This is an optimization exercise on Yosys and OpenROAD, whose aim is small area, not a production implementation. In this exercise RTL edits were held to simulation tests only and were not proved equivalent to the original. Power and IR drop assume default switching activity.

--- flow/run.sh ---
#!/bin/bash
# synth_recipe.tcl (not shown) runs the flow's synth.tcl, then flattens the netlist and writes it again
# the make line also repeats each setting of config.mk as NAME=value (left out here)
make -C /OpenROAD-flow-scripts/flow DESIGN_CONFIG=/design/flow/config.mk WORK_HOME=/design/flow/orfs CLKGATE_MAP_FILE= SYNTH_SCRIPT=/design/flow/synth_recipe.tcl finish
--- flow/config.mk ---
export PLATFORM = sky130hd
export DESIGN_NAME = simd_wrapper
export DESIGN_NICKNAME = simd_wrapper
export VERILOG_FILES = /design/flow/design.v
export SDC_FILE = /design/flow/constraint.sdc
export NUM_CORES = 4
export LEC_CHECK = 0
export CAP_MARGIN = 20
export CORE_MARGIN = 2
export CORE_UTILIZATION = 40
export SLEW_MARGIN = 20
--- flow/constraint.sdc ---
create_clock -name core_clock -period 4.0 [get_ports {clk}]
set_input_delay 0.8000 -clock core_clock [delete_from_list [all_inputs] [get_ports {clk}]]
set_output_delay 0.8000 -clock core_clock [all_outputs]
set_load 0.01 [all_outputs]
--- flow/design.v ---
package simd_wrap_pkg;
  typedef logic [32-1:0] lane_data_t;
  typedef logic [2-1:0] lane_cntl_t;
  typedef logic [8-1:0] op_tag_t;
  typedef logic [4-1:0] lane_mask_t;
  typedef struct packed {
    lane_cntl_t cntl;
    lane_data_t data;
  } lane_result_t;
  typedef struct packed {
    op_tag_t                        tag;
    lane_mask_t                     valid;
    lane_result_t [4-1:0] lanes;
  } upstream_regs_t;
  typedef enum logic [2:0] {
    WAIT,
    SEND,
    WAIT_COMPLETE,
    WAIT_RELEASE,
    DONE
  } upstream_state_e;
endpackage
module result_fifo #(
  parameter int DEPTH     = 6,
  parameter int WIDTH     = 34,
  parameter int CNT_W     = 3
) (
  input  logic             clk,
  input  logic             rst,
  input  logic             write,
  input  logic [WIDTH-1:0] write_data,
  input  logic             pop,
  output logic [CNT_W-1:0] count,
  output logic [WIDTH-1:0] popped_data
);
  logic [WIDTH-1:0] mem [DEPTH];
  always_ff @(posedge clk)
  begin
    if (write)
    begin
      mem[0] <= write_data;
      for (int k = 1; k < DEPTH; k++)
        mem[k] <= mem[k-1];
    end
  end
  always_ff @(posedge clk)
  begin
    if (rst)
      count <= '0;
    else
      count <= count + CNT_W'(write) - CNT_W'(pop);
  end
  always_comb
  begin
    popped_data = '0;
    for (int k = 0; k < DEPTH; k++)
      popped_data = popped_data | ({WIDTH{count == CNT_W'(k)}} & mem[k]);
  end
endmodule
module upstream_seq (
  input  logic clk,
  input  logic rst,
  input  logic go_q,
  input  logic stack_complete_q,
  output logic pop
);
  simd_wrap_pkg::upstream_state_e state_q;
  always_ff @(posedge clk)
  begin
    if (rst)
      state_q <= simd_wrap_pkg::WAIT;
    else
      case (state_q)
        simd_wrap_pkg::WAIT:
          if (go_q)
            state_q <= simd_wrap_pkg::SEND;
        simd_wrap_pkg::SEND:
          state_q <= simd_wrap_pkg::WAIT_COMPLETE;
        simd_wrap_pkg::WAIT_COMPLETE:
          if (stack_complete_q)
            state_q <= simd_wrap_pkg::WAIT_RELEASE;
        simd_wrap_pkg::WAIT_RELEASE:
          if (!stack_complete_q)
            state_q <= simd_wrap_pkg::DONE;
        default:
          state_q <= simd_wrap_pkg::WAIT;
      endcase
  end
  assign pop = state_q == simd_wrap_pkg::SEND;
endmodule
module simd_wrapper (
  input  logic                          clk,
  input  logic                          rst,
  input  logic [4-1:0]        result_valid,
  input  logic [4*(2+32)-1:0] result,
  output logic [4-1:0]        result_ready,
  input  logic                          tag_valid,
  input  logic [8-1:0]    tag,
  output logic                          tag_ready,
  input  logic                          stack_ready,
  input  logic                          stack_complete,
  output logic [8+4+4*(2+32)-1:0] upstream
);
  localparam int WORD_W  = 2 + 32;
  localparam int LANES_W = 4 * WORD_W;
  logic [2:0]                 lane_count [4];
  logic [4-1:0]     lane_nonempty;
  logic [LANES_W-1:0]         lane_popped;
  logic [1:0]                 tag_count;
  logic [8-1:0] tag_popped;
  logic                       pop;
  logic                       go_q;
  logic                       stack_complete_q;
  logic                       valid_q;
  for (genvar i = 0; i < 4; i++)
  begin : g_lane
    result_fifo #(
      .DEPTH (6),
      .WIDTH (WORD_W),
      .CNT_W (3)
    ) u_result_fifo (
      .clk         (clk),
      .rst         (rst),
      .write       (result_valid[i]),
      .write_data  (result[i*WORD_W +: WORD_W]),
      .pop         (pop),
      .count       (lane_count[i]),
      .popped_data (lane_popped[i*WORD_W +: WORD_W])
    );
    assign result_ready[i]  = lane_count[i] < 3'(6);
    assign lane_nonempty[i] = lane_count[i] != 3'd0;
  end
  result_fifo #(
    .DEPTH (2 + 1),
    .WIDTH (8),
    .CNT_W (2)
  ) u_tag_fifo (
    .clk         (clk),
    .rst         (rst),
    .write       (tag_valid),
    .write_data  (tag),
    .pop         (pop),
    .count       (tag_count),
    .popped_data (tag_popped)
  );
  upstream_seq u_upstream_seq (
    .clk              (clk),
    .rst              (rst),
    .go_q             (go_q),
    .stack_complete_q (stack_complete_q),
    .pop              (pop)
  );
  always_ff @(posedge clk)
  begin
    if (rst)
    begin
      go_q      <= 1'b0;
      tag_ready <= 1'b0;
      valid_q   <= 1'b0;
    end
    else
    begin
      go_q      <= (&lane_nonempty) & (tag_count != 2'd0) & stack_ready;
      tag_ready <= tag_count < 2'(2);
      valid_q   <= pop;
    end
  end
  always_ff @(posedge clk)
    stack_complete_q <= stack_complete;
  assign upstream = {tag_popped, {4{valid_q}}, lane_popped};
endmodule
==> flow_metrics.env, run 1 <==
export IMPL_clk_transition_reported_paths_ns=0.06
export IMPL_synthCells=2033
export IMPL_start_kind="register"
export IMPL_drt_wl_total_mm=72.7
export IMPL_worst_setup_skew_after_layout_ns=0.0141
export IMPL_netlist_cell_type_count=54
export IMPL_gp_routability_congestion=0.754
export IMPL_coreArea_um2=85100
export IMPL_tns_ns=0
export IMPL_clockRootBuffer="clkbuf_16"
export IMPL_cp_data_required_time_ns=3.20
export IMPL_drt_initial_drc_count=1524
export IMPL_hold_class="register to register"
export IMPL_final_design_area_no_fill_um2=41600
export IMPL_postSynthAreaPerCell_um2=16.9
export IMPL_final_cell_mix="edfxtp_1 (840), clkdlybuf4s50_1 (301), nand2_1 (143)"
export IMPL_finalCritPeriodShare_pct=95.9
export IMPL_timing_final_hold_violations=0
export IMPL_power_per_cell_area_nw_per_um2=578
export IMPL_via_count=18700
export IMPL_placement_cell_area_um2=38400
export IMPL_firstDrtPassIters=5
export IMPL_routed_via_density=5.24
export IMPL_run_status="complete, no violations"
export IMPL_grt_ovfl_total=0
export IMPL_cts_tree="built"
export IMPL_die_area_um2=88200
export IMPL_synthesis_nets=2199
export IMPL_worstPathArrival_ns=3.04
export IMPL_start_util_pct=40.3
export IMPL_grt_setup_unrepaired="no"
export IMPL_finalSetupViolations=0
export IMPL_mostFrequentLayoutCell="edfxtp_1"
export IMPL_grt_start_max_net_pins=139
export IMPL_timing_max_cap_violations=0
export IMPL_setup_worst_path_end_class="output pin"
export IMPL_clock_path_buffers=3
export IMPL_final_core_util_pct=48.9
export IMPL_via_count_of_the_first_global_routing_pass=19200
export IMPL_tightest_slew_ns=0.893
export IMPL_clk_latency_ns=0.64
export IMPL_detail_route_drc_violations=0
export IMPL_portion_of_the_post_synthesis_area_used_by_sequential_elements_pct=74.6
export IMPL_timing_critical_path_cells="nor2b_1 -> buf_4 -> a32oi_1 -> o211ai_1 -> clkdlybuf4s50_1"
export IMPL_top_level_ports=306
export IMPL_async_sr_flop_fraction_pct=0
export IMPL_die_h_um=297
export IMPL_slew_headroom_pct=40.4
export IMPL_area_growth_pct=21.1
export IMPL_cp_slowest_stage_delay_ns=0.64
export IMPL_worst_path_dominant_cell_family="buffers and inverters"
export IMPL_cts_max_level=3
export IMPL_synthesis_yosys_warnings=7
export IMPL_nets=2500
export IMPL_cts_buffers_inserted=95
export IMPL_die_width_um=297
export IMPL_drive_gt1_share_pct=14.5
export IMPL_place_hpwl_mm=43.8
export IMPL_placementRows=107
export IMPL_power_ir_vdd_worst_v=0.000368
export IMPL_port_buf_inserts=305
export IMPL_grt_first_pass_wirelength_mm=113
export IMPL_syn_area_um2=34400
export IMPL_antenna_violating_nets_post_route=0
export IMPL_clkSinkCount=861
export IMPL_synth_flop_cell="edfxtp_1"
export IMPL_grt_antenna_before_repair=9
export IMPL_grt_usage_pct=16.1
export IMPL_drv_slew=0
export IMPL_crit_type="register to output pin"
export IMPL_path_max_fanout=11
export IMPL_drt_wirelength_per_cell_um=20.4
export IMPL_cpMaxStageDelayCell="clkdlybuf4s50_1"
export IMPL_finalWorstPathRequiredPeriod_ns=3.84
export IMPL_postCtsSetupBuffers=0
export IMPL_yosys_register_bits=861
export IMPL_highest_attainable_clock_frequency_mhz=261
export IMPL_cts_hold_buf=0
export IMPL_p_leak_nw=13.8
export IMPL_count_of_flip_flops_with_a_built_in_enable_after_synthesis=840
export IMPL_crit_buf_inv=2
-- state kept, by name, indices dropped and copies added, names as in the netlist --
signal / flops
g_lane.u_result_fifo.mem: 816
u_tag_fifo.mem: 24
g_lane.u_result_fifo.count: 12
u_upstream_seq.state_q: 3
u_tag_fifo.count: 2
go_q: 1
stack_complete_q: 1
tag_ready: 1
valid_q: 1
-- stage by stage --
stage,cells,total power (W),hold WS (ns),setup slack (ns)
after global routing,3559,0.0251,0.434,0.00354
after detailed placement,3381,0.0152,0.424,0.718
after floorplan,2033,0.0133,0.418,1.95
after CTS,3559,0.0244,0.439,0.112
final,3560,0.0241,0.434,0.164
after global placement,3381,0.0151,0.423,0.708
-- what timing repair did --
| item | CTS | global route |
|---|---|---|
| hold endpoints to repair | 0 | 0 |
| setup endpoints to repair | 1 | 0 |
| gates resized for setup | 1 | 0 |
-- cells in the mapped netlist, types with 4 or more instances --
master    instances  area [um2]
buf_4            29         218
and3_1            4        25.0
mux2i_1          96         961
and2_1           22         138
xnor2_1           6        52.6
a31oi_1          23         144
clkbuf_1         20        75.1
nand3_1          19        95.1
a211oi_1          9        67.6
mux2_4           27         405
buf_6            33         372
fa_1              4        80.1
mux2_2           99        1110
nor2b_1          53         332
a211o_1          23         201
dfxtp_1          21         420
o221ai_1         20         175
nand2b_1          6        37.5
inv_1            13        48.8
nor3_1            4        20.0
nand2_1         143         537
o211ai_1         59         443
a21o_1           10        75.1
nor2_1           15        56.3
nor3b_1          74         556
and3b_1           8        70.1
o21ai_0          33         165
buf_2            61         305
ha_1              9         113
a221oi_2         19         285
edfxtp_1        840       25200
a32oi_1          59         517
a21oi_1         111         556
a221oi_1          4        35.0
o21a_1            8        60.1
o21ai_1          10        50.1
-- final timing paths --
check	start	endpoint	slack, ns	cells after the start
hold / removal	g_lane[2].u_result_fifo.mem[0][27]	g_lane[2].u_result_fifo.mem[1][27]	0.43	0
setup / recovery	g_lane[0].u_result_fifo.count[1]	upstream[16]	0.16	5
hold reg to reg	g_lane[2].u_result_fifo.mem[0][27]	g_lane[2].u_result_fifo.mem[1][27]	0.43	0
setup reg to reg	u_upstream_seq.state_q[0]	g_lane[2].u_result_fifo.count[2]	1.66	7
-- cell type report --
class,instances,area [um2]
antenna,1,2.50
clock buffer,125,2570
clock inverter,53,676
fill,7179,43500
inverter,14,52.6
multi-input combinational,1009,7650
sequential,861,25700
tap,1144,1430
timing repair buffer,353,3550
-- kinds of logic after synthesis --
family / count (synthesis) / synth area share [%]
mux: 225 / 7.32
buf+inv: 163 / 3.10
simple gates: 360 / 5.71
compound gates: 402 / 8.44
xor+xnor: 9 / 0.229
fa+ha+maj: 13 / 0.561
flops: 861 / 74.6
-- power by group --
part | internal (W) | leakage [nW] | total (W) | switching, W
sequential | 0.0106 | 8.40 | 0.0111 | 0.000508
clock | 0.00546 | 1.57 | 0.00906 | 0.00361
combinational | 0.00199 | 3.84 | 0.00388 | 0.00189
total | 0.0180 | 13.8 | 0.0241 | 0.00600
-- metal layers --
layer	GRT usage, %	up-vias	wire (um)
met3	3.51	126	4190
met2	25.1	507	33900
met4	4.91	14	1670
met5	0	-	89
met1	22.6	9391	32800
li1	-	8633	-
==> run 2: changes to the inputs <==
--- a/flow/design.v
+++ b/flow/design.v
@@ -50,11 +50,21 @@
     else
       count <= count + CNT_W'(write) - CNT_W'(pop);
   end
+  logic [DEPTH-1:0] sel;
+  logic [WIDTH-1:0] grp_lo;
+  logic [WIDTH-1:0] grp_hi;
   always_comb
   begin
-    popped_data = '0;
     for (int k = 0; k < DEPTH; k++)
-      popped_data = popped_data | ({WIDTH{count == CNT_W'(k)}} & mem[k]);
+      sel[k] = count == CNT_W'(k);
+    grp_lo = '0;
+    grp_hi = '0;
+    for (int k = 0; k < DEPTH; k++)
+      if (k < 3)
+        grp_lo = grp_lo | ({WIDTH{sel[k]}} & mem[k]);
+      else
+        grp_hi = grp_hi | ({WIDTH{sel[k]}} & mem[k]);
+    popped_data = ~(~grp_lo & ~grp_hi);
   end
 endmodule
 module upstream_seq (
==> flow/flow/run.sh (new file) <==
#!/bin/bash
# Standard ORFS layout, with small port buffers and a clock tree of small
# buffers without dummy loads. Each make/tool log stays under orfs/logs.
set -euo pipefail
bash standard.sh \
  "BUFFER_PORTS_ARGS=-buffer_cell sky130_fd_sc_hd__buf_1" \
  "CTS_ARGS=-sink_clustering_enable -repair_clock_nets -dont_use_dummy_load -buf_list {sky130_fd_sc_hd__clkbuf_4 sky130_fd_sc_hd__clkbuf_8}" \
  finish > standard_make.log 2>&1
==> flow/standard.sh (new file) <==
#!/bin/bash
# synth_recipe.tcl (not shown) runs the flow's synth.tcl, then flattens the netlist and writes it again
# the make line also repeats each setting of config.mk as NAME=value (left out here)
make -C /OpenROAD-flow-scripts/flow DESIGN_CONFIG=/design/flow/config.mk WORK_HOME=/design/flow/orfs CLKGATE_MAP_FILE= SYNTH_SCRIPT=/design/flow/synth_recipe.tcl "${@:-finish}"
removed: flow/run.sh
==> run 2 against run 1 <==
  * Worst hold slack got worse by 0.28 ns
  * Clock-buffer cell count grew 25
  * First-iteration DRC count down 11%
  * Clock power decreased by 29%
  * Critical endpoint is now upstream[46]
  * Highest routed layer unchanged
  * Sequential power hardly changed
  * Combinational power down 22%
  * Total power shrank 14%
  * Register-to-register slack lost 0.05 ns
==> flow_metrics.env, run 2 <==
export IMPL_yosys_register_bits=861
export IMPL_timing_critical_path_cells="buf_4 -> buf_4 -> mux2i_1 -> o21a_1 -> o21ai_0 -> buf_1"
export IMPL_tns_ns=0
export IMPL_detail_route_drc_violations=0
export IMPL_cts_max_level=4
export IMPL_synth_top_cell_area_share_pct=75.0
export IMPL_postSynthAreaPerCell_um2=17.4
export IMPL_antenna_violating_nets_post_route=0
export IMPL_start_util_pct=40.3
export IMPL_final_core_util_pct=45.4
export IMPL_gp_routability_congestion=0.770
export IMPL_async_sr_flop_fraction_pct=0
export IMPL_grt_setup_unrepaired="no"
export IMPL_clkSinkCount=861
export IMPL_synth_commonest_cells="edfxtp_1 (840), mux2_2 (144), mux2i_1 (128), nand2_1 (94), a21oi_1 (68)"
export IMPL_portion_of_the_post_synthesis_area_used_by_sequential_elements_pct=76.3
export IMPL_worst_path_dominant_cell_family="buffers and inverters"
export IMPL_clockRootBuffer="clkbuf_8"
export IMPL_post_route_worst_setup_slack_ns=0.294
export IMPL_cpMaxStageDelayCell="dfxtp_2"
export IMPL_port_buf_inserts=305
export IMPL_largest_register_ffs=816
export IMPL_via_count=18100
export IMPL_layout_top_registers="g_lane.u_result_fifo.mem x816, u_tag_fifo.mem x24, g_lane.u_result_fifo.count x12"
export IMPL_dp_slack_ns=1.04
export IMPL_placementRows=106
export IMPL_power_ir_vdd_worst_v=0.000295
export IMPL_final_cell_mix="edfxtp_1 (840), buf_1 (300), clkbuf_8 (150)"
export IMPL_timing_max_cap_violations=0
export IMPL_cp_data_required_time_ns=3.20
export IMPL_nets=2457
export IMPL_die_area_um2=86400
export IMPL_syn_area_um2=33600
export IMPL_synthCells=1934
export IMPL_start_kind="register"
export IMPL_crit_buf_inv=3
export IMPL_top_level_ports=306
export IMPL_cts_tree="built"
export IMPL_cts_buffers_inserted=150
export IMPL_mostFrequentLayoutCell="edfxtp_1"
export IMPL_synth_top_area_cell="edfxtp_1"
export IMPL_finalCritPeriodShare_pct=92.7
export IMPL_path_max_fanout=38
export IMPL_worstPathArrival_ns=2.91
export IMPL_setup_worst_path_end_class="output pin"
export IMPL_n_fill_cell=7241
export IMPL_count_of_flip_flops_with_a_built_in_enable_after_synthesis=840
export IMPL_place_hpwl_mm=42.3
export IMPL_grt_start_max_net_pins=205
export IMPL_routed_via_density=5.36
export IMPL_drt_wl_total_mm=70.4
export IMPL_die_width_um=294
export IMPL_tightest_slew_ns=1.04
export IMPL_p_leak_nw=12.3
export IMPL_slew_headroom_pct=30.9
export IMPL_cts_repair_resized_insts=0
export IMPL_finalWorstPathRequiredPeriod_ns=3.71
export IMPL_clk_latency_ns=0.80
export IMPL_hold_class="primary input to register"
export IMPL_drive_gt1_share_pct=15.3
export IMPL_yosys_cell_count_top_type="edfxtp_1"
export IMPL_regMostFlops="g_lane.u_result_fifo.mem"
export IMPL_crit_type="register to output pin"
export IMPL_drt_wirelength_per_cell_um=20.9
export IMPL_via_count_of_the_first_global_routing_pass=18700
export IMPL_synthesis_nets=2100
export IMPL_area_growth_pct=12.6
export IMPL_die_h_um=294
export IMPL_coreArea_um2=83400
export IMPL_drv_slew=0
export IMPL_grt_ovfl_total=0
export IMPL_grt_first_pass_wirelength_mm=108
export IMPL_clk_transition_reported_paths_ns=0.05
export IMPL_run_status="complete, no violations"
export IMPL_grt_antenna_before_repair=7
export IMPL_cp_slowest_stage_delay_ns=0.53
export IMPL_timing_final_hold_violations=0
export IMPL_yosys_top_cells_area="edfxtp_1 (75%), mux2_2 (4.8%), mux2i_1 (3.8%)"
export IMPL_highest_attainable_clock_frequency_mhz=270
export IMPL_power_total_w=0.0206
export IMPL_clock_path_buffers=3
export IMPL_firstDrtPassIters=5
export IMPL_cts_hold_buf=0
export IMPL_finalSetupViolations=0
export IMPL_postCtsSetupBuffers=0
export IMPL_power_per_cell_area_nw_per_um2=544
export IMPL_drt_initial_drc_count=1349
export IMPL_netlist_cell_type_count=54
export IMPL_grt_usage_pct=16.1
export IMPL_worst_setup_skew_after_layout_ns=0.0763
export IMPL_critical_path_top_cell_by_count="buf_4"
export IMPL_synth_flop_cell="edfxtp_1"
export IMPL_synthesis_yosys_warnings=7
## run 2: stage by stage
step	instances	area (um2)	hold slack [ns]
after floorplan	1934	33600	0.418
after global placement	3218	35800	0.421
after detailed placement	3218	35800	0.427
after CTS	3368	37800	0.0540
after global routing	3371	37900	0.0852
final	3373	37900	0.154
## run 2: logic make-up (layout without fill, tap and decap cells)
group | Yosys count | count (layout) | synth area share (%)
adders and majority gates | 13 | 13 | 0.573
DFF | 861 | 861 | 76.3
muxes | 272 | 272 | 8.63
AOI/OAI and AO/OA | 387 | 387 | 8.11
and+or+nand+nor | 247 | 247 | 3.84
buffers and inverters | 145 | 500 | 2.35
xor gates and xnor gates | 9 | 9 | 0.234
other | 0 | 4 | 0
## run 2: cell type report
type | count | area, um2 | area share (%)
repair buffers | 339 | 1520 | 4.02
diodes | 4 | 10.0 | 0.0264
flip-flops and latches | 861 | 25700 | 67.8
inverters | 11 | 41.3 | 0.109
multi-input cells | 928 | 7210 | 19.0
clock buffers | 150 | 2060 | 5.45
well taps | 1080 | 1350 | 3.57
## run 2: path summary, 6_finish.rpt
path	from	endpoint	slack, ns	cells after the start
setup reg to reg	g_lane[0].u_result_fifo.count[0]	g_lane[0].u_result_fifo.count[2]	1.61	7
setup / recovery	g_lane[1].u_result_fifo.count[1]	upstream[46]	0.29	6
hold reg to reg	g_lane[0].u_result_fifo.mem[4][30]	g_lane[0].u_result_fifo.mem[5][30]	0.40	0
hold / removal	stack_complete	stack_complete_q	0.15	1
## run 2: per-layer routing
metal | share of wire, % | vias to the layer above | wire length [um] | global-route usage (%)
met3 | 7.6 | 140 | 5330 | 5.57
li1 | - | 8331 | - | -
met1 | 44 | 9077 | 31100 | 21.6
met5 | 0.074 | - | 52 | 0
met4 | 2.8 | 8 | 1940 | 6.32
met2 | 45 | 539 | 31900 | 23.9
## run 2: where the power goes
group	switching (W)	internal [W]
combinational	0.00180	0.00123
sequential	0.000523	0.0106
clock	0.00315	0.00329
total	0.00548	0.0151
## run 2: worst reg2reg max path, cell delays in order, from the launching register on
cell	delay, ns
dfxtp_2	0.61
buf_4	0.61
xnor2_1	0.20
ha_1	0.16
inv_1	0.05
fa_1	0.40
xnor2_1	0.16
nor2_1	0.05
==> run 3: changes to the inputs <==
==> flow/flow/run.sh (replaced) <==
#!/bin/bash
# ORFS layout through the standard.sh, changed in three ways:
#  - synthesis is synth_recipe.tcl unchanged except that Yosys's abc call uses
#    an area-oriented mapping script (flow/abc_area.script); registers are
#    mapped before abc, so their names and cells are the standard ones;
#  - ports are buffered with buf_1;
#  - the clock tree uses small clock buffers and no dummy loads.
# The make output goes to standard_make.log; each tool's log is in orfs/logs.
set -euo pipefail
WORK=$(pwd)
cat > "$WORK/area_synth.tcl" <<EOT
proc abc {args} {
  set i [lsearch -exact \$args -script]
  if {\$i >= 0} { lset args [expr {\$i + 1}] {$WORK/flow/abc_area.script} }
  yosys abc {*}\$args
}
source {$WORK/synth_recipe.tcl}
EOT
bash standard.sh \
  "SYNTH_SCRIPT=$WORK/area_synth.tcl" \
  "BUFFER_PORTS_ARGS=-buffer_cell sky130_fd_sc_hd__buf_1" \
  "CTS_ARGS=-sink_clustering_enable -repair_clock_nets -dont_use_dummy_load -buf_list {sky130_fd_sc_hd__clkbuf_4 sky130_fd_sc_hd__clkbuf_8}" \
  finish > standard_make.log 2>&1
==> flow/flow/abc_area.script (new file) <==
strash
dch
amap
==> run 3 against run 2 <==
  * Setup slack improved by 0.011 ns
  * Sequential share of layout area is 6.5 points higher
  * Clock skew is 0.0041 ns lower
  * Critical endpoint is now upstream[70]
  * Synthesized cell count down 28%
  * Flip-flop and latch count did not move
  * Highest routed layer unchanged
  * Core utilization is 1.8 points higher
  * Combinational power grew 16%
  * Cell count fell by 16%
  * Register-to-register slack improved by 0.14 ns
  * Via count shrank 8.4%
  * Sequential power barely moved
==> flow_metrics.env, run 3 <==
export IMPL_run_status="complete, no violations"
export IMPL_power_share_sequential_pct=52.8
export IMPL_total_switching_power_w=0.00576
export IMPL_area_growth_pct=16.2
export IMPL_routed_via_density=5.83
export IMPL_timing_critical_path_cells="clkinv_1 -> nor3_2 -> buf_12 -> a222oi_1 -> nand2_1 -> buf_1"
export IMPL_synth_top_area_cell="edfxtp_1"
export IMPL_worst_path_dominant_cell_family="simple AND/OR/NAND/NOR gates"
export IMPL_synthesis_yosys_warnings=7
export IMPL_cts_tree="built"
export IMPL_clock_path_buffers=3
export IMPL_power_switching_fraction_pct=27.7
export IMPL_p_leak_nw=11.4
export IMPL_hold_class="primary input to register"
export IMPL_power_per_cell_area_nw_per_um2=601
export IMPL_power_total_w=0.0208
export IMPL_die_area_um2=76500
export IMPL_port_buf_inserts=305
export IMPL_n_fill_cell=6132
export IMPL_highest_attainable_clock_frequency_mhz=271
export IMPL_synthCells=1400
export IMPL_timing_final_hold_violations=0
export IMPL_nets=2051
export IMPL_netlist_cell_type_count=23
export IMPL_clk_transition_reported_paths_ns=0.05
export IMPL_via_count_of_the_first_global_routing_pass=17100
export IMPL_yosys_register_bits=861
export IMPL_grt_first_pass_wirelength_mm=100
export IMPL_worst_setup_skew_after_layout_ns=0.0723
export IMPL_cts_buffers_inserted=146
export IMPL_regMostFlops="g_lane.u_result_fifo.mem"
export IMPL_count_of_flip_flops_with_a_built_in_enable_after_synthesis=840
export IMPL_grt_start_max_net_pins=181
export IMPL_gp_routability_congestion=0.765
export IMPL_drv_slew=0
export IMPL_clockRootBuffer="clkbuf_8"
export IMPL_worstPathArrival_ns=2.89
export IMPL_grt_antenna_before_repair=4
export IMPL_clk_latency_ns=0.77
export IMPL_coreArea_um2=73200
export IMPL_die_h_um=277
export IMPL_syn_area_um2=29700
export IMPL_top_level_ports=306
export IMPL_largest_register_ffs=816
export IMPL_portion_of_the_post_synthesis_area_used_by_sequential_elements_pct=86.3
export IMPL_die_width_um=277
export IMPL_path_max_fanout=27
export IMPL_mostFrequentLayoutCell="edfxtp_1"
export IMPL_clock_power_share_pct=30.3
export IMPL_postCtsSetupBuffers=0
export IMPL_grt_usage_pct=16.8
export IMPL_cp_slowest_stage_delay_ns=0.70
export IMPL_timing_max_cap_violations=0
export IMPL_crit_buf_inv=3
export IMPL_synth_commonest_cells="edfxtp_1 (840), a222oi_1 (272), nand2_1 (139), nor3_1 (26), clkinv_1 (24)"
export IMPL_place_hpwl_mm=36.2
export IMPL_cts_max_level=4
export IMPL_drt_wirelength_per_cell_um=23.0
export IMPL_finalCritPeriodShare_pct=92.4
export IMPL_drive_gt1_share_pct=11.0
export IMPL_power_ir_vdd_worst_v=0.000379
export IMPL_tns_ns=0
export IMPL_layout_top_registers="g_lane.u_result_fifo.mem x816, u_tag_fifo.mem x24, g_lane.u_result_fifo.count x12"
export IMPL_detail_route_drc_violations=0
export IMPL_firstDrtPassIters=10
export IMPL_finalSetupViolations=0
export IMPL_postSynthAreaPerCell_um2=21.2
export IMPL_cpMaxStageDelayCell="nor3_2"
export IMPL_p_comb_share_pct=16.9
export IMPL_synthesis_nets=1566
export IMPL_cp_data_required_time_ns=3.20
export IMPL_p_int_w=0.0150
export IMPL_async_sr_flop_fraction_pct=0
export IMPL_drt_wl_total_mm=65.4
export IMPL_start_util_pct=40.6
export IMPL_cts_hold_buf=0
export IMPL_grt_ovfl_total=0
export IMPL_final_cell_mix="edfxtp_1 (840), buf_1 (301), a222oi_1 (272)"
export IMPL_via_count=16600
export IMPL_setup_worst_path_end_class="output pin"
export IMPL_antenna_violating_nets_post_route=0
export IMPL_finalWorstPathRequiredPeriod_ns=3.69
export IMPL_grt_setup_unrepaired="no"
export IMPL_clkSinkCount=861
export IMPL_placementRows=99
export IMPL_cts_repair_resized_insts=0
export IMPL_synth_flop_cell="edfxtp_1"
export IMPL_drt_initial_drc_count=2649
export IMPL_yosys_cell_count_top_type="edfxtp_1"
export IMPL_crit_type="register to output pin"
export IMPL_yosys_top_cells_area="edfxtp_1 (85%), a222oi_1 (9.2%), nand2_1 (1.8%)"
export IMPL_start_kind="register"
export IMPL_tightest_slew_ns=1.01
export IMPL_synth_top_cell_area_share_pct=84.9
export IMPL_slew_headroom_pct=32.4
## run 3: cell count changes in the layout (fill, tap and decap cells not counted), moves of 26 or more
cell,before,now
a222oi_1,0,272
nor2b_1,40,6
a22oi_1,29,0
a32oi_1,44,0
nor3b_1,28,0
mux2i_1,128,0
mux2_2,144,0
o211ai_1,26,0
nand2_1,94,139
a221oi_1,32,1
o21ai_0,58,2
a21oi_1,68,2
## run 3: routing by layer
metal  vias to the layer above  share of wire, %  track usage (%)
met3                       129               8.2             4.20
met4                         2               2.5             6.57
met1                      8435                41             22.6
met5                         -             0.015                0
li1                       7203                 -                -
met2                       815                48             26.3
## run 3: worst reg2reg max path: cells and delay by family, from the launching register on
family                   cells  cell delay, ns
adder cells (fa/ha/maj)      2            0.59
AO/OA/AOI/OAI                2            0.38
buffers and inverters        2            0.41
flip-flops                   1            0.30
AND/OR/NAND/NOR              3            0.38
## run 3: cell type report
class                      count  area, um2  area share, %
sequential                   861      25600           74.3
antenna                        4       10.0         0.0290
timing repair buffer         341       1520           4.40
inverter                      24       90.1          0.261
multi-input combinational    511       4050           11.7
clock buffer                 146       2010           5.82
tap                          959       1200           3.48
## run 3: cells by family after synthesis
kind of cell               count (synthesis)  synth area share [%]
adders and majority gates                 13                 0.649
AOI/OAI and AO/OA                        294                  9.75
and+or+nand+nor                          204                  2.88
buffers and inverters                     28                 0.404
DFF                                      861                  86.3
## run 3: power groups by stage
stage	logic (W)	clock network, W	registers, W
5_1_grt	0.00380	0.00690	0.0110
6_report	0.00351	0.00629	0.0110
3_5_place_dp	0.00355	0	0.0111
3_3_place_gp	0.00352	0	0.0111
2_1_floorplan	0.00191	0	0.0110
4_1_cts	0.00356	0.00655	0.0110
## run 3: through the flow
step	std cells	area [um2]	worst slack (ns)	hold slack, ns	utilization (%)
global placement	2696	32500	1.10	0.423	44.4
CTS	2842	34500	0.200	0.0683	47.1
finish	2846	34500	0.305	0.160	47.2
global route	2844	34500	0.0605	0.0984	47.2
detailed placement	2696	32500	1.06	0.428	44.4
floorplan	1400	29700	0.318	0.417	-
## run 3: path summary, 6_finish.rpt
kind                                     startpoint                                end  slack (ns)  cells after the start
setup / recovery   g_lane[2].u_result_fifo.count[1]                       upstream[70]        0.31                      6
hold reg to reg   g_lane[0].u_result_fifo.mem[2][7]  g_lane[0].u_result_fifo.mem[3][7]        0.39                      0
hold / removal                       stack_complete                   stack_complete_q        0.16                      1
setup reg to reg          u_upstream_seq.state_q[2]   g_lane[3].u_result_fifo.count[2]        1.75                      9
==> run 4: changes to the inputs <==
--- a/flow/flow/run.sh
+++ b/flow/flow/run.sh
@@ -19,5 +19,5 @@
 bash standard.sh \
   "SYNTH_SCRIPT=$WORK/area_synth.tcl" \
   "BUFFER_PORTS_ARGS=-buffer_cell sky130_fd_sc_hd__buf_1" \
-  "CTS_ARGS=-sink_clustering_enable -repair_clock_nets -dont_use_dummy_load -buf_list {sky130_fd_sc_hd__clkbuf_4 sky130_fd_sc_hd__clkbuf_8}" \
+  "CTS_ARGS=-sink_clustering_enable -repair_clock_nets -dont_use_dummy_load -buf_list {sky130_fd_sc_hd__clkbuf_8} -sink_clustering_size 20 -sink_clustering_max_diameter 60" \
   finish > standard_make.log 2>&1
--- a/flow/config.mk
+++ b/flow/config.mk
@@ -7,5 +7,5 @@
 export LEC_CHECK = 0
 export CAP_MARGIN = 20
 export CORE_MARGIN = 2
-export CORE_UTILIZATION = 40
+export CORE_UTILIZATION = 70
 export SLEW_MARGIN = 20
==> run 4 against run 3 <==
  * Via count fell by 2.9%
  * Still clean
  * Synthesized cell count did not move
  * Flip-flop and latch count did not move
  * Routed wire length fell by 9.1%
  * Critical path type unchanged
  * Largest power group unchanged
==> flow_metrics.env, run 4 <==
export IMPL_yosys_cell_count_top_type="edfxtp_1"
export IMPL_layout_top_registers="g_lane.u_result_fifo.mem x816, u_tag_fifo.mem x24, g_lane.u_result_fifo.count x12"
export IMPL_regMostFlops="g_lane.u_result_fifo.mem"
export IMPL_worst_r2r_setup_slack_ns=1.97
export IMPL_grt_ovfl_total=0
export IMPL_power_ir_vdd_worst_v=0.000443
export IMPL_gp_routability_congestion=0.802
export IMPL_grt_first_pass_wirelength_mm=89.6
export IMPL_setup_worst_path_end_class="output pin"
export IMPL_p_leak_nw=10.8
export IMPL_clockRootBuffer="clkbuf_8"
export IMPL_synthesis_nets=1566
export IMPL_die_h_um=210
export IMPL_dp_slack_ns=1.05
export IMPL_drive_gt1_share_pct=6.69
export IMPL_power_per_cell_area_nw_per_um2=549
export IMPL_netlist_cell_type_count=23
export IMPL_highest_attainable_clock_frequency_mhz=272
export IMPL_run_status="complete, no violations"
export IMPL_clkSinkCount=861
export IMPL_coreArea_um2=41900
export IMPL_start_kind="register"
export IMPL_synthCells=1400
export IMPL_whs_endpoint="stack_complete_q"
export IMPL_n_fill_cell=2255
export IMPL_count_of_flip_flops_with_a_built_in_enable_after_synthesis=840
export IMPL_placementRows=75
export IMPL_drt_wl_total_mm=59.5
export IMPL_grt_usage_pct=26.7
export IMPL_final_cell_mix="edfxtp_1 (840), buf_1 (301), a222oi_1 (272)"
export IMPL_worst_flop_to_flop_path_endpoint="g_lane[3].u_result_fifo.count[2]"
export IMPL_startpoint_of_the_tightest_hold_check_path="stack_complete"
export IMPL_clock_path_buffers=3
export IMPL_routed_via_density=6.88
export IMPL_postCtsSetupBuffers=0
export IMPL_grt_antenna_before_repair=8
export IMPL_worstHoldPathCells=1
export IMPL_final_design_area_no_fill_um2=32700
export IMPL_async_sr_flop_fraction_pct=0
export IMPL_timing_final_hold_violations=0
export IMPL_tns_ns=0
export IMPL_detail_route_drc_violations=0
export IMPL_timing_max_cap_violations=0
export IMPL_multi_input_comb_area_um2=4050
export IMPL_worstPathArrival_ns=2.88
export IMPL_hold_class="primary input to register"
export IMPL_ff_latch_area_um2=25600
export IMPL_synth_top_area_cell="edfxtp_1"
export IMPL_postSynthAreaPerCell_um2=21.2
export IMPL_syn_area_um2=29700
export IMPL_cts_tree="built"
export IMPL_synthesis_yosys_warnings=7
export IMPL_crit_type="register to output pin"
export IMPL_cts_hold_buf=0
export IMPL_worst_setup_skew_after_layout_ns=0.0372
export IMPL_slew_headroom_pct=32.5
export IMPL_finalSetupViolations=0
export IMPL_post_route_worst_setup_slack_ns=0.323
export IMPL_via_count_of_the_first_global_routing_pass=15500
export IMPL_clk_transition_reported_paths_ns=0.12
export IMPL_die_width_um=210
export IMPL_place_hpwl_mm=35.9
export IMPL_grt_start_max_net_pins=202
export IMPL_r2r_worst_path_cells=9
export IMPL_port_buf_inserts=305
export IMPL_synth_flop_cell="edfxtp_1"
export IMPL_path_max_fanout=18
export IMPL_mostFrequentLayoutCell="edfxtp_1"
export IMPL_portion_of_the_post_synthesis_area_used_by_sequential_elements_pct=86.3
export IMPL_nets=1963
export IMPL_finalWorstPathRequiredPeriod_ns=3.68
export IMPL_cp_data_required_time_ns=3.20
export IMPL_cts_buffers_inserted=50
export IMPL_clk_latency_ns=0.66
export IMPL_firstDrtPassIters=10
export IMPL_antenna_violating_nets_post_route=0
export IMPL_area_growth_pct=10.2
export IMPL_power_total_w=0.0180
export IMPL_synth_top_cell_area_share_pct=84.9
export IMPL_cts_repair_resized_insts=0
export IMPL_drv_slew=0
export IMPL_finalCritPeriodShare_pct=91.9
export IMPL_placement_cell_area_um2=32000
export IMPL_die_area_um2=44100
export IMPL_largest_register_ffs=816
export IMPL_top_level_ports=306
export IMPL_tightest_slew_ns=1.01
export IMPL_via_count=16100
export IMPL_start_util_pct=70.8
export IMPL_reg2reg_from="u_upstream_seq.state_q[2]"
export IMPL_synth_commonest_cells="edfxtp_1 (840), a222oi_1 (272), nand2_1 (139), nor3_1 (26), clkinv_1 (24)"
export IMPL_drt_wirelength_per_cell_um=25.4
export IMPL_cts_max_level=2
export IMPL_grt_setup_unrepaired="no"
export IMPL_yosys_top_cells_area="edfxtp_1 (85%), a222oi_1 (9.2%), nand2_1 (1.8%)"
export IMPL_drt_initial_drc_count=3137
export IMPL_yosys_register_bits=861
[run 4: cell counts after synthesis]
No cell type changed its count.
[run 4: final cells by class]
cell class,instances,share of cell area (%)
multi-input cells,511,12.4
clock buffers,50,2.10
repair buffers,349,4.75
diodes,8,0.0612
flip-flops and latches,861,78.4
well taps,539,2.06
inverters,24,0.275
[run 4: kinds of logic after synthesis]
logic type	count (synthesis)	synth area share (%)
flops	861	86.3
compound gates	294	9.75
simple gates	204	2.88
buf+inv	28	0.404
fa+ha+maj	13	0.649
[run 4: power by group]
| part | total (W) | leakage, nW | internal, W | switching [W] |
|---|---|---|---|---|
| Clock | 0.00353 | 0.360 | 0.00113 | 0.00240 |
| Sequential | 0.0109 | 8.39 | 0.0106 | 0.000350 |
| Combinational | 0.00350 | 2.02 | 0.00120 | 0.00230 |
| Total | 0.0180 | 10.8 | 0.0129 | 0.00505 |
[run 4: routing by layer]
layer	global-route usage (%)	part of all wire [%]	vias to the layer above
li1	-	-	7015
met1	40.3	39	8049
met2	40.2	47	921
met3	5.94	11	110
met4	8.71	2.8	8
met5	0	0.10	-
[run 4: worst max-delay path by stage]
stage | end | from | slack [ns] | depth (start not counted)
after CTS | upstream[34] | g_lane[1].u_result_fifo.count[0] | 0.28 | 7
final | upstream[34] | g_lane[1].u_result_fifo.count[0] | 0.32 | 7
after global placement | upstream[80] | g_lane[2].u_result_fifo.count[2] | 1.18 | 7
after global routing | upstream[64] | g_lane[1].u_result_fifo.count[0] | 0.11 | 7
after floorplan | upstream[104] | g_lane[3].u_result_fifo.count[1] | 0.32 | 4
after detailed placement | upstream[34] | g_lane[1].u_result_fifo.count[0] | 1.05 | 7
[run 4: metrics by stage]
step                cells  hold WS (ns)  utilization [%]
finish               2342         0.222             78.0
global route         2335         0.182             78.0
CTS                  2334         0.172             78.0
detailed placement   2284         0.432             76.3
global placement     2284         0.422             76.3
floorplan            1400         0.417                -
[run 4: worst max-delay path, stage by stage (launching register included)]
cell	delay [ns]
dfxtp_1	0.46
clkinv_1	0.21
nor3_2	0.53
buf_4	0.37
buf_4	0.25
a222oi_1	0.11
nand2_1	0.09
buf_1	0.17
==> run 5: changes to the inputs <==
--- a/flow/flow/run.sh
+++ b/flow/flow/run.sh
@@ -19,5 +19,5 @@
 bash standard.sh \
   "SYNTH_SCRIPT=$WORK/area_synth.tcl" \
   "BUFFER_PORTS_ARGS=-buffer_cell sky130_fd_sc_hd__buf_1" \
-  "CTS_ARGS=-sink_clustering_enable -repair_clock_nets -dont_use_dummy_load -buf_list {sky130_fd_sc_hd__clkbuf_8} -sink_clustering_size 20 -sink_clustering_max_diameter 60" \
+  "CTS_ARGS=-sink_clustering_enable -repair_clock_nets -dont_use_dummy_load -buf_list {sky130_fd_sc_hd__clkbuf_8} -sink_clustering_size 18 -sink_clustering_max_diameter 50" \
   finish > standard_make.log 2>&1
==> flow/config.mk (replaced) <==
export PLATFORM = sky130hd
export DESIGN_NAME = simd_wrapper
export DESIGN_NICKNAME = simd_wrapper
export VERILOG_FILES = /design/flow/design.v
export SDC_FILE = /design/flow/constraint.sdc
export NUM_CORES = 4
export LEC_CHECK = 0
export CAP_MARGIN = 10
export CORE_MARGIN = 2
export CORE_UTILIZATION = 80
export SLEW_MARGIN = 10
==> run 5 against run 4 <==
  * Combinational power about the same
  * Setup slack gained 0.27 ns
  * Non-clock buffer count decreased by 8
  * Worst hold slack got worse by 0.0066 ns
  * Design area decreased by 0.27%
  * Clock power rose by 3%
  * Highest routed layer is now met4
  * Maximum frequency is 7.8% higher
  * Global-route usage grew 4.5 points
  * Sequential power about the same
  * Via count is 2.6% higher
  * Largest cell class unchanged
==> flow_metrics.env, run 5 <==
export IMPL_grt_usage_pct=31.3
export IMPL_clock_path_buffers=3
export IMPL_crit_buf_inv=3
export IMPL_timing_final_hold_violations=0
export IMPL_grt_first_pass_wirelength_mm=90.8
export IMPL_yosys_top_cells_area="edfxtp_1 (85%), a222oi_1 (9.2%), nand2_1 (1.8%)"
export IMPL_nets=1960
export IMPL_synth_fa_ha_area_share_pct=0.649
export IMPL_start_kind="register"
export IMPL_place_hpwl_mm=36.4
export IMPL_path_max_fanout=34
export IMPL_synth_top_area_cell="edfxtp_1"
export IMPL_cts_tree="built"
export IMPL_coreArea_um2=36600
export IMPL_drt_wirelength_per_cell_um=26.9
export IMPL_drv_slew=0
export IMPL_clockRootBuffer="clkbuf_8"
export IMPL_slew_headroom_pct=31.7
export IMPL_finalHoldWorstSlack_ns=0.216
export IMPL_regMostFlops="g_lane.u_result_fifo.mem"
export IMPL_final_cell_mix="edfxtp_1 (840), buf_1 (301), a222oi_1 (272)"
export IMPL_clk_latency_ns=0.68
export IMPL_hold_class="primary input to register"
export IMPL_timing_critical_path_cells="clkinv_1 -> nor3_2 -> buf_4 -> a222oi_1 -> nand2_1 -> buf_1"
export IMPL_timing_max_cap_violations=0
export IMPL_firstDrtPassIters=10
export IMPL_n_fill_cell=1335
export IMPL_postCtsSetupBuffers=0
export IMPL_power_per_cell_area_nw_per_um2=555
export IMPL_cp_data_required_time_ns=3.20
export IMPL_gp_routability_congestion=0.800
export IMPL_tightest_slew_ns=1.02
export IMPL_cts_buffers_inserted=55
export IMPL_worstSetupPathDepth=6
export IMPL_antenna_violating_nets_post_route=0
export IMPL_synth_area_mux_share_pct=0
export IMPL_drive_gt1_share_pct=6.53
export IMPL_power_ir_vdd_worst_v=0.000412
export IMPL_finalWorstPathRequiredPeriod_ns=3.41
export IMPL_mostFrequentLayoutCell="edfxtp_1"
export IMPL_cts_hold_buf=0
export IMPL_worstHoldPathCells=1
export IMPL_p_leak_nw=10.8
export IMPL_netlist_cell_type_count=23
export IMPL_final_design_area_no_fill_um2=32600
export IMPL_worst_path_dominant_cell_family="buffers and inverters"
export IMPL_placement_cell_area_um2=31900
export IMPL_grt_setup_unrepaired="no"
export IMPL_largest_register_ffs=816
export IMPL_die_area_um2=38700
export IMPL_synth_compound_area_share_pct=9.75
export IMPL_crit_type="register to output pin"
export IMPL_postSynthAreaPerCell_um2=21.2
export IMPL_finalSetupViolations=0
export IMPL_grt_antenna_before_repair=7
export IMPL_setup_worst_path_end_class="output pin"
export IMPL_syn_area_um2=29700
export IMPL_placementRows=70
export IMPL_clkSinkCount=861
export IMPL_port_buf_inserts=305
export IMPL_grt_ovfl_total=0
export IMPL_cts_max_level=2
export IMPL_yosys_cell_count_top_type="edfxtp_1"
export IMPL_synthesis_yosys_warnings=7
export IMPL_synth_flop_cell="edfxtp_1"
export IMPL_synth_top_cell_area_share_pct=84.9
export IMPL_routed_via_density=7.28
export IMPL_clk_transition_reported_paths_ns=0.11
export IMPL_start_util_pct=81.1
export IMPL_synthesis_nets=1566
export IMPL_async_sr_flop_fraction_pct=0
export IMPL_synth_top_family_by_area="compound AO/OA/AOI/OAI gates"
export IMPL_via_count=16500
export IMPL_run_status="complete, no violations"
export IMPL_count_of_flip_flops_with_a_built_in_enable_after_synthesis=840
export IMPL_detail_route_drc_violations=0
export IMPL_layout_top_registers="g_lane.u_result_fifo.mem x816, u_tag_fifo.mem x24, g_lane.u_result_fifo.count x12"
export IMPL_yosys_register_bits=861
export IMPL_cts_repair_resized_insts=0
export IMPL_post_synth_and_or_nand_nor_area_fraction_pct=2.88
export IMPL_grt_start_max_net_pins=205
export IMPL_r2r_worst_path_cells=8
export IMPL_worstPathArrival_ns=2.61
export IMPL_tns_ns=0
export IMPL_drt_wl_total_mm=61.1
export IMPL_finalCritPeriodShare_pct=85.3
export IMPL_top_level_ports=306
export IMPL_via_count_of_the_first_global_routing_pass=15900
export IMPL_die_width_um=197
export IMPL_highest_attainable_clock_frequency_mhz=293
export IMPL_synthCells=1400
export IMPL_xor_and_xnor_fraction_of_the_mapped_netlist_area_pct=0
export IMPL_worst_setup_skew_after_layout_ns=0.0403
export IMPL_power_total_w=0.0181
export IMPL_portion_of_the_post_synthesis_area_used_by_sequential_elements_pct=86.3
export IMPL_die_h_um=197
export IMPL_synth_commonest_cells="edfxtp_1 (840), a222oi_1 (272), nand2_1 (139), nor3_1 (26), clkinv_1 (24)"
export IMPL_area_growth_pct=9.86
export IMPL_cpMaxStageDelayCell="dfxtp_1"
export IMPL_cp_slowest_stage_delay_ns=0.55
export IMPL_drt_initial_drc_count=3036
## run 5: worst register-to-register path: cells and delay by family (launching register included)
family	cells	cell delay [ns]
compound gates	2	0.50
fa+ha+maj	2	0.62
buf+inv	2	0.46
flops	1	0.34
simple gates	2	0.61
## run 5: path summary, 6_finish.rpt
check,from,endpoint,slack [ns]
setup / recovery,g_lane[2].u_result_fifo.count[1],upstream[100],0.59
hold / removal,stack_complete,stack_complete_q,0.22
setup reg to reg,u_upstream_seq.state_q[2],g_lane[0].u_result_fifo.count[2],1.38
hold reg to reg,u_tag_fifo.mem[1][2],u_tag_fifo.mem[2][2],0.42
## run 5: power breakdown
group	internal, W	switching [W]
clock	0.00123	0.00242
sequential	0.0106	0.000374
combinational	0.00118	0.00230
## run 5: area by class of cell
type,count,area [um2],area share (%)
inverters,24,90.1,0.276
flip-flops and latches,861,25600,78.6
clock buffers,55,757,2.32
well taps,468,586,1.79
diodes,10,25.0,0.0767
multi-input cells,511,4050,12.4
repair buffers,341,1480,4.54
## run 5: per-layer routing
| metal | share of wire, % | up-vias | global-route usage (%) |
|---|---|---|---|
| met5 | 0 | - | 0 |
| met1 | 35 | 8084 | 44.6 |
| li1 | - | 7014 | - |
| met2 | 49 | 1296 | 50.2 |
| met3 | 12 | 121 | 5.95 |
| met4 | 3.1 | 0 | 11.7 |
## run 5: per-stage QoR
stage | worst slack (ns) | instances | utilization [%]
finish | 0.589 | 2270 | 89.1
global route | 0.457 | 2265 | 89.1
floorplan | 0.318 | 1400 | -
detailed placement | 1.33 | 2205 | 87.0
CTS | 0.583 | 2260 | 89.1
global placement | 1.45 | 2205 | 87.0
## run 5: logic make-up after synthesis
family	after synthesis
flip-flops	861
AND/OR/NAND/NOR	204
buffers and inverters	28
AO/OA/AOI/OAI	294
adder cells (fa/ha/maj)	13

afterwards: timing with drivers on the ports:
How much do the figures lean on ideal ports? The routed layouts below were timed once more, with nothing changed but the port constraints. Step 1: set_driving_cell puts a clkbuf_16 on clk and a buf_2 on each other input, an assumption about the parent block. Step 2 times the ports against the registers' clock, not the clock port: input delays grow and output delays shrink by t, the midpoint of the rising clock arrivals with the driver on. Three values: ideal, step 1, step 2; two values: the first two.
| run | shift t [ns] | setup slack, ns | clock arrival spread, ns | worst slew at a driven data input, ns | cell pins on the clock port's net |
|---|---|---|---|---|---|
| run 1 | 0.711 | 0.164 / 0.096 / 0.807 | 0.026 / 0.026 | 0.17 | 1 |
| run 2 | 0.826 | 0.294 / 0.229 / 1.055 | 0.082 / 0.082 | 0.16 | 1 |
| run 3 | 0.796 | 0.305 / 0.246 / 1.042 | 0.077 / 0.078 | 0.13 | 1 |
| run 4 | 0.700 | 0.323 / 0.268 / 0.968 | 0.053 / 0.053 | 0.11 | 1 |
| run 5 | 0.704 | 0.589 / 0.538 / 1.241 | 0.049 / 0.049 | 0.11 | 1 |
After both steps every run listed still meets setup and hold.
